What follows belongs to an exercise in optimizing a design on an open flow for small area and a short achievable clock period; a production flow would make more cautious choices.
In this exercise RTL edits were held to simulation tests only and were not proved equivalent to the original.
Power is estimated from default activity; no workload was simulated.

## flow/design.v (module list and top-level ports; edited modules follow where they fit)
// module mulTop: 5056 lines
// module mulFa: 4 lines
// module mulHa: 4 lines
// module mulAo: 3 lines
// module mulPp: 3 lines
module mulTop (
  input  wire        mul_clk,
  input  wire        resetn,
  input  wire        mulSigned,
  input  wire [31:0] x,
  input  wire [31:0] y,
  output wire [63:0] result
);
  // ...
==> flow/flow/run.sh <==
#!/bin/bash
# The standard layout (standard.sh) with two changes:
#  - each port gets a sky130_fd_sc_hd__buf_2 buffer (BUFFER_PORTS_ARGS) instead of the
#    resizer's default pick, a clkdlybuf4s50 delay cell;
#  - after the standard synthesis, downsize.tcl sets every combinational cell to the
#    smallest cell of its family (synthesis sizes gates that drive adder cells for a
#    large default load); repair_design and repair_timing size them up where needed.
# Flip-flops keep the cells the standard synthesis gave them.
set -euo pipefail
export BUFFER_PORTS_ARGS="-buffer_cell sky130_fd_sc_hd__buf_2"
R=orfs/results/${FLOW_PLATFORM:-sky130hd}/mulTop/base
bash standard.sh synth > synth.log 2>&1
DOWNSIZE_ODB=$R/1_synth.odb openroad -no_init -exit flow/downsize.tcl > downsize.log 2>&1
touch $R/1_synth.sdc
bash standard.sh > layout.log 2>&1
==> flow/flow/downsize.tcl <==
# Set every combinational cell of the synthesized netlist to the smallest cell of its
# family (same function, another drive strength); repair_design and repair_timing size
# cells up again where the layout needs it. Flip-flops and the clock are left alone.
set odbf $::env(DOWNSIZE_ODB)
read_db $odbf
set db [ord::get_db]
set block [ord::get_db_block]
set libs [$db getLibs]
set byname [dict create]
foreach lib $libs {
  foreach m [$lib getMasters] { dict set byname [$m getName] $m }
}
set swapped 0
foreach inst [$block getInsts] {
  set m [$inst getMaster]
  set n [$m getName]
  if {![regexp {^(sky130_fd_sc_hd__)([a-z0-9]+)_([0-9]+)$} $n -> pre base drive]} { continue }
  if {[regexp {^(df|sdf|dl|edf|conb|tap|fill|decap|clk)} $base]} { continue }
  set best $m
  set barea [expr {[$m getWidth] * [$m getHeight]}]
  foreach d {0 1 2} {
    set cand "${pre}${base}_$d"
    if {[dict exists $byname $cand]} {
      set c [dict get $byname $cand]
      set a [expr {[$c getWidth] * [$c getHeight]}]
      if {$a < $barea} { set best $c; set barea $a }
    }
  }
  if {$best ne $m} {
    $inst swapMaster $best
    incr swapped
  }
}
puts "downsize: swapped $swapped cells"
write_db $odbf
==> flow/standard.sh <==
#!/bin/bash
# synth_recipe.tcl (not shown) runs the flow's synth.tcl, then flattens the netlist and writes it again
# the make line also repeats each setting of config.mk as NAME=value (left out here)
make -C /OpenROAD-flow-scripts/flow DESIGN_CONFIG=/design/flow/config.mk WORK_HOME=/design/flow/orfs CLKGATE_MAP_FILE= SYNTH_SCRIPT=/design/flow/synth_recipe.tcl "${@:-finish}"
==> flow/config.mk <==
export PLATFORM = sky130hd
export DESIGN_NAME = mulTop
export DESIGN_NICKNAME = mulTop
export VERILOG_FILES = /design/flow/design.v
export SDC_FILE = /design/flow/constraint.sdc
export NUM_CORES = 4
export LEC_CHECK = 0
export ABC_CLOCK_PERIOD_IN_PS = 2000
export CAP_MARGIN = 20
export CORE_MARGIN = 2
export CORE_UTILIZATION = 60
export SETUP_SLACK_MARGIN = 1.0
export SLEW_MARGIN = 20
export SYNTH_HIERARCHICAL = 1
export SYNTH_MINIMUM_KEEP_SIZE = 0
==> flow/constraint.sdc <==
create_clock -name core_clock -period 6.0 [get_ports {mul_clk}]
set_input_delay 1.2000 -clock core_clock [delete_from_list [all_inputs] [get_ports {mul_clk}]]
set_output_delay 1.2000 -clock core_clock [all_outputs]
set_load 0.01 [all_outputs]
==> key figures, run 1 <==
Worst setup path
  – Crit start category: input port
  – Arrival time worst endpoint: 5.28 ns
  – Max incr delay on CP: 0.54 ns
  – Crit path max fanout: 14
  – Most used cell, CP: fa_1
  – CP delay by family, top: adder cells
  – WP data required: 6.34 ns
  – CP startpoint: y[1]
  – Setup CP Type: input port to flip-flop

Detailed routing
  – DRT iter0 DRCs: 2,877
  – DR top layer: met5
  – Vias per std cell: 6.715
  – Metal-1 WL: 32,620 µm
  – Wire length on met3: 9312 µm
  – Met2 routed WL: 38,100 µm

Global routing
  – Met1 Usage GRT: 0.4845
  – Total grt overflow: 0
  – Initial antenna violation count: 11
  – GR Util All Layers: 0.3738

Timing
  – Final Critical Period: 4.939 ns
  – Final WS setup: 1.061 ns
  – RSZ-0062 raised after global routing: no

Yosys
  – YS warnings: 7
  – Cells after Synth: 2,494

Floorplanning
  – Core area: 43,270 µm²
  – Die footprint: 45,790 µm²

Cells and area
  – Area Overhead vs Synth: 9.833%
  – Comb_multi_in: 2,222
  – Largest cell class by area: multi-input combinational cells
  – Finished Layout Cells: 3,219
  – Final-layout clock-cell area share: 0.02002

Place
  – Post-DP HPWL: 66,200 µm
  – Worst slack, placed: 0.3897 ns

Power
  – Top pwr grp: combinational logic
  – Net switching power figure: 7.033 mW
  – Seq pwr: 1.55 mW
  – Combinational power: 11.8 mW
  – Peak VDD IR: 0.0007503 V
  – Net Sw Frac: 0.4881

Hold path
  – Hold worst-path end: r63_0$_DFF_P_

Clock tree
  – Cts hold-fix bufs: 0
  – Worst-path clk slew: 0.06 ns

Outcome
  – Run status: finished clean
==> run 2, diff against run 1 <==
--- a/flow/config.mk
+++ b/flow/config.mk
@@ -11,2 +11,3 @@
 export CORE_UTILIZATION = 60
+export CTS_BUF_LIST = sky130_fd_sc_hd__clkbuf_4 sky130_fd_sc_hd__clkbuf_8
 export SETUP_SLACK_MARGIN = 1.0
==> run 2 against run 1 <==
Clock-buffer cell count stayed put. Flip-flop and latch count unchanged. Utilization fell by 0.68 points. Routed wire length decreased by 1.2%. Design area is 1.0% lower. Critical path depth is the same. Sequential power about the same. Critical path type unchanged. Largest power group unchanged.
==> key figures, run 2 <==
Outcome
  – Run status: finished clean

Clock tree
  – Clock buffer depth: 2
  – CTS tree: done
  – CTS H-Tree Depth: 4
  – CTS Buf Count: 17
  – Cts hold-fix bufs: 0 (unchanged)
  – Post-cts resize count: 4
  – Setup Fix Bufs, Post-CTS: 0
  – Clk root buf: clkbuf_8
  – Num Clock Sinks: 120
  – Worst-path clk slew: 0.08 ns (+0.02 ns)

Cells and area
  – Finished Layout Cells: 3,216 (-0.093%)
  – Area Overhead vs Synth: 8.716%
  – Commonest cells after routing, fill and taps aside: xnor2_1, a22oi_1, fa_1, a21o_1, buf_2
  – Commonest non-fill, non-tap cell in the layout: xnor2_1
  – Fin nets: 3,273
  – Layout cells sized above 1: 0.1207

Power
  – Design Power: 14.08 mW
  – PwrDens: 489.5 nW/µm²
  – Peak VDD IR: 0.0007484 V (-0.26%)
  – Static Leak: 10.10 nW

Worst setup path
  – Setup CP Type: input port to flip-flop
  – Crit path max fanout: 12 (-2)
  – Setup crit end kind: flip-flop
  – Crit start category: input port
  – Arrival time worst endpoint: 5.29 ns (about the same)
  – WP data required: 6.40 ns (+0.06 ns)

Timing
  – Slew @ Worst Pin: 0.8866 ns
  – Final hold viol count: 0
  – Fin. max-slew vios: 0
  – RSZ-0062 raised after global routing: no
  – FMAX: 204.6 MHz
  – Crit share post-route: 0.8144
  – Final Critical Period: 4.887 ns (-0.05185 ns)
  – WHS: 1.188 ns
  – Post-route setup TNS: 0 ns
  – Slew HR: 0.4089
  – Final WS setup: 1.113 ns (+0.05185 ns)
  – # setup viols final: 0

Detailed routing
  – DRT iter0 DRCs: 2,888 (+0.38%)
  – Routed Antenna Nets: 0
  – WL final: 84,110 µm
  – DRC violations left: 0
  – Vias post-DR: 21,520
  – DR pass1 iterations: 9
  – Vias per std cell: 6.692 (-0.35%)
  – Wire per inst: 26.15 µm

Yosys
  – Cells after Synth: 2,494 (unchanged)
  – YS warnings: 7 (unchanged)
  – Syn_area_per_cell: 10.61 µm²
  – Syn Std Cell Area: 26,460 µm²

Place
  – Placed instance count: 3,181
  – Worst slack, placed: 0.3897 ns (unchanged)
  – I/O Buffers: 130
  – Post-DP HPWL: 66,200 µm (unchanged)
  – RePlAce Congestion: 0.9717

Floorplanning
  – Die footprint: 45,790 µm² (unchanged)
  – # IOs: 131
  – Core area: 43,270 µm² (unchanged)
  – Die Width: 214.0 µm
  – Rows: 76
  – Die H: 214.0 µm
  – Starting Density: 0.6115

Global routing
  – Vias in the first global route: 22,510
  – GR Util All Layers: 0.3723 (-0.001440)
  – Total grt overflow: 0 (unchanged)
  – First-pass GRT wire length: 129,300 µm
  – Initial antenna violation count: 12 (+1)
  – Pin count of the biggest net entering global routing: 36

Hold path
  – Hold worst-path end: r63_0$_DFF_P_
  – Hold path depth: 3
  – Min-Delay Path Class: input port to flip-flop
  – HP Start: resetn

Run
  – Max cap viols: 0
run 2: layout make-up:
cell class	count	area, µm²
Inverter	47	180.2
Timing Repair Buffer	212	1370
Sequential cell	120	2402
Tap cell	585	732.0
Clock inverter	11	125.1
Clock buffer	20	269.0
Multi-Input combinational cell	2217	23670
Antenna cell	4	10.01
Fill cell	3552	14510
run 2: through the flow:
stage | util | cell area (µm²)
after floorplan | - | 26990
after CTS | 0.6638 | 28720
final | 0.6647 | 28760
after detailed placement | 0.6544 | 28310
after global placement | 0.6544 | 28310
after global routing | 0.6646 | 28750
run 2: metal layers:
| metal | vias to the layer above | global-route usage | share of wire |
|---|---|---|---|
| met3 | 293 | 0.09685 | 0.11 |
| met5 | - | 0 | 0.0012 |
| li1 | 9060 | - | - |
| met1 | 10700 | 0.4865 | 0.38 |
| met2 | 1456 | 0.5712 | 0.45 |
| met4 | 14 | 0.1979 | 0.054 |
run 2: power by group:
part	switching (mW)	internal, mW
Combinational	6.34	5.44
Sequential	0.250	1.29
Clock	0.359	0.390
run 2: worst max-delay path by stage:
stage	start	endpoint	slack, ns	cells past startpoint
2_1_floorplan	resetn	r34_1$_DFF_P_	0.97	13
3_3_place_gp	resetn	r45_0$_DFF_P_	0.49	10
3_5_place_dp	resetn	r45_0$_DFF_P_	0.39	10
4_1_cts	r40_0$_DFF_P_	result[58]	1.02	10
5_1_grt	r31_0$_DFF_P_	result[61]	1.0	9
6_report	mulSigned	r52_0$_DFF_P_	1.11	11
run 2: critical path, stage by stage:
cell and delay (ns):
buf_2 0.14, nand2_1 0.44, buf_4 0.36, xor2_1 0.18, a22oi_1 0.37, ha_1 0.33
fa_1 0.58, fa_1 0.44, fa_1 0.40, fa_1 0.42, fa_1 0.43
==> run 3, diff against run 2 <==
--- a/flow/config.mk
+++ b/flow/config.mk
@@ -10,5 +10,5 @@
 export CORE_MARGIN = 2
-export CORE_UTILIZATION = 60
+export CORE_UTILIZATION = 55
 export CTS_BUF_LIST = sky130_fd_sc_hd__clkbuf_4 sky130_fd_sc_hd__clkbuf_8
-export SETUP_SLACK_MARGIN = 1.0
+export SETUP_SLACK_MARGIN = 1.1
 export SLEW_MARGIN = 20
==> run 3 against run 2 <==
Still clean. Total power increased by 3.4%. Synthesized area unchanged. Clock power up 9.2%. Worst setup slack better by 0.065 ns. Via count is 1.2% lower. Die area up 8.9%. Sequential share of layout area is 0.077 points lower. Routed wire length up 2.5%. Largest cell class unchanged. Critical endpoint is now r31_1$_DFF_P_. Synthesized cell count stayed put. Critical path type unchanged. Clock-buffer cell count shrank 2.
==> key figures, run 3 <==
Run
  – Max cap viols: 0 (unchanged)

Timing
  – Final Critical Period: 4.821 ns (-0.06537 ns)
  – WHS: 1.038 ns (-0.1503 ns)
  – Fin. max-slew vios: 0 (unchanged)
  – FMAX: 207.4 MHz (+1.4%)
  – Final hold viol count: 0 (unchanged)
  – RSZ-0062 raised after global routing: yes
  – Crit share post-route: 0.8036 (-0.01089)
  – # setup viols final: 0 (unchanged)
  – Slew HR: 0.4019 (-0.007078)
  – Slew @ Worst Pin: 0.8972 ns (+0.01062 ns)
  – Post-route setup TNS: 0 ns (unchanged)

Floorplanning
  – Die H: 223.3 µm (+4.4%)
  – Starting Density: 0.5553 (-0.05620)
  – Rows: 80 (+5.3%)
  – # IOs: 131 (unchanged)
  – Core area: 47,650 µm² (+10%)
  – Die footprint: 49,870 µm² (+8.9%)
  – Die Width: 223.3 µm (+4.4%)

Place
  – RePlAce Congestion: 0.9413 (-3.1%)
  – Placed instance count: 3,184 (+0.094%)
  – Placement Cell Area: 28,330 µm² (about the same)
  – Post-DP HPWL: 66,360 µm (+0.24%)
  – I/O Buffers: 130 (unchanged)

Global routing
  – Initial antenna violation count: 5 (-7)
  – Vias in the first global route: 21,960 (-2.4%)
  – Pin count of the biggest net entering global routing: 36 (unchanged)
  – Total grt overflow: 0 (unchanged)
  – First-pass GRT wire length: 132,000 µm (+2.0%)
  – GR Util All Layers: 0.3522 (-0.02014)

Detailed routing
  – Wire per inst: 26.73 µm (+2.2%)
  – Met2 routed WL: 39,640 µm (+4.9%)
  – Vias per std cell: 6.597 (-1.4%)
  – Vias post-DR: 21,270 (-1.2%)
  – WL final: 86,180 µm (+2.5%)
  – DR top layer: met5
  – DR pass1 iterations: 7 (-2)
  – Metal-1 WL: 34,460 µm (+7.0%)
  – DRC violations left: 0 (unchanged)
  – Wire length on met3: 8258 µm (-13%)
  – Routed Antenna Nets: 0 (unchanged)
  – DRT iter0 DRCs: 2,905 (+0.59%)

Yosys
  – Cells after Synth: 2,494 (unchanged)
  – YS warnings: 7 (unchanged)
  – Syn Std Cell Area: 26,460 µm² (unchanged)
  – Syn_area_per_cell: 10.61 µm² (unchanged)

Worst setup path
  – Setup CP Type: input port to flip-flop
  – Setup crit end kind: flip-flop
  – CP startpoint: y[17]
  – Arrival time worst endpoint: 5.27 ns (-0.02 ns)
  – Crit start category: input port
  – Crit path max fanout: 35 (+23)
  – WP data required: 6.45 ns (+0.05 ns)

Power
  – Static Leak: 10.12 nW (+0.26%)
  – Net switching power figure: 7.199 mW (+3.5%)
  – Comb pwr share: 0.838 (about the same)
  – Peak VDD IR: 0.0007154 V (-4.4%)
  – Cell internal pwr: 7.357 mW (+3.3%)
  – PwrDens: 501.4 nW/µm² (+2.4%)
  – Clock power share: 0.056 (+0.003)
  – Net Sw Frac: 0.4946 (+0.0006406)
  – Seq pwr share: 0.106 (-0.004)

Clock tree
  – Num Clock Sinks: 120 (unchanged)
  – Cts hold-fix bufs: 0 (unchanged)
  – Clk root buf: clkbuf_8
  – Clock buffer depth: 2 (unchanged)
  – CTS Buf Count: 17 (unchanged)
  – CTS H-Tree Depth: 4 (unchanged)
  – CTS tree: done
  – Worst-path clk slew: 0.09 ns (about the same)

Outcome
  – Run status: finished clean

Cells and area
  – Final Cell Area: 29,030 µm² (+0.94%)
  – Fin nets: 3,251 (-0.67%)
  – Layout cells sized above 1: 0.1362 (+0.01555)
  – Commonest cells after routing, fill and taps aside: xnor2_1, a22oi_1, fa_1, a21o_1, buf_2
  – Commonest non-fill, non-tap cell in the layout: xnor2_1
  – Finished Layout Cells: 3,224 (+0.25%)
  – Area Overhead vs Synth: 9.733%

Hold path
  – HP Start: y[1]
  – Min-Delay Path Class: input port to flip-flop
  – Hold worst-path end: r0_0$_DFF_P_
  – Hold path depth: 2 (-1)
-- run 3: power groups by stage --
stage	logic (mW)	clock network (mW)	registers, mW
5_1_grt	13.6	0.878	1.60
4_1_cts	12.1	0.849	1.56
3_3_place_gp	11.7	0	1.56
3_5_place_dp	11.8	0	1.57
6_report	12.2	0.819	1.54
2_1_floorplan	8.35	0	1.51
-- run 3: worst max-delay path by stage --
stage,depth (start not counted),end
floorplan,13,r34_1$_DFF_P_
global placement,12,r43_0$_DFF_P_
detailed placement,12,r52_0$_DFF_P_
CTS,10,result[62]
global route,9,result[62]
finish,12,r31_1$_DFF_P_
-- run 3: worst max-delay path, stage by stage --
cell and delay, ns:
buf_2 0.15, ha_1 0.20, nand3b_1 0.19, buf_12 0.24, xnor2_1 0.32, a22oi_1 0.18, fa_1 0.49, fa_1 0.46
fa_1 0.44, fa_1 0.46, fa_1 0.52, fa_1 0.41
-- run 3: stage by stage --
step,power [mW],utilization,worst slack [ns]
2_1_floorplan,9.853,-,0.9334
3_3_place_gp,13.22,0.5947,0.4656
3_5_place_dp,13.41,0.5947,0.4108
4_1_cts,14.48,0.6049,1.095
5_1_grt,16.12,0.6092,1.060
6_report,14.56,0.6093,1.179
-- run 3: cell type report --
| type | instances | area (µm²) |
|---|---|---|
| Fill cell | 4104 | 18620 |
| Timing Repair Buffer | 188 | 1231 |
| Tap cell | 615 | 769.5 |
| Sequential cell | 120 | 2402 |
| Antenna cell | 3 | 7.507 |
| Inverter | 47 | 180.2 |
| Clock inverter | 14 | 161.4 |
| Multi-Input combinational cell | 2219 | 24030 |
| Clock buffer | 18 | 247.7 |
-- run 3: layer usage --
layer / GRT usage / up-vias
met4: 0.1398 / 4
met1: 0.4765 / 10770
met5: 0 / -
met3: 0.07691 / 216
li1: - / 9029
met2: 0.5546 / 1254
-- run 3: timing repair --
action | in CTS | in global routing
resized for setup | 17 | 29
endpoints found under the hold margin | 0 | 0
pin swaps | 0 | 4
cloned | 0 | 2
setup buffers | 0 | 3
setup endpoints to repair | 37 | 39

[afterwards: timing with drivers on the ports]
The results above use ideal ports. As a check the final layouts listed here were re-extracted and re-timed, cells and wires unchanged. Step 1 (the two cells are an assumption about what drives the block):
set clk [get_ports {mul_clk}]
set_driving_cell -lib_cell sky130_fd_sc_hd__clkbuf_16 $clk
set_driving_cell -lib_cell sky130_fd_sc_hd__buf_2 [delete_from_list [all_inputs] $clk]
Step 2 also shifts input and output timing later by t, the mid clock arrival at the registers, as if the neighbouring blocks saw the same clock. Three values: ideal ports, drivers, drivers and shift; two values: the first two.
run | t, ns | setup slack, ns | hold slack, ns | latest minus earliest clock arrival (ns) | pins driven straight from the clock port
run 1 | 0.531 | 1.061 / 1.050 / 0.519 | 1.252 / 1.216 / 1.747 | 0.014 / 0.014 | 1
run 2 | 0.585 | 1.113 / 1.088 / 0.547 | 1.188 / 1.158 / 1.743 | 0.021 / 0.021 | 1
run 3 | 0.625 | 1.179 / 1.141 / 0.516 | 1.038 / 1.005 / 1.630 | 0.033 / 0.032 | 1
After both steps setup and hold are still met in every run listed. The setup slack of run 3, which loses most, moves by -0.038 ns with the drivers and by -0.663 ns with both steps.
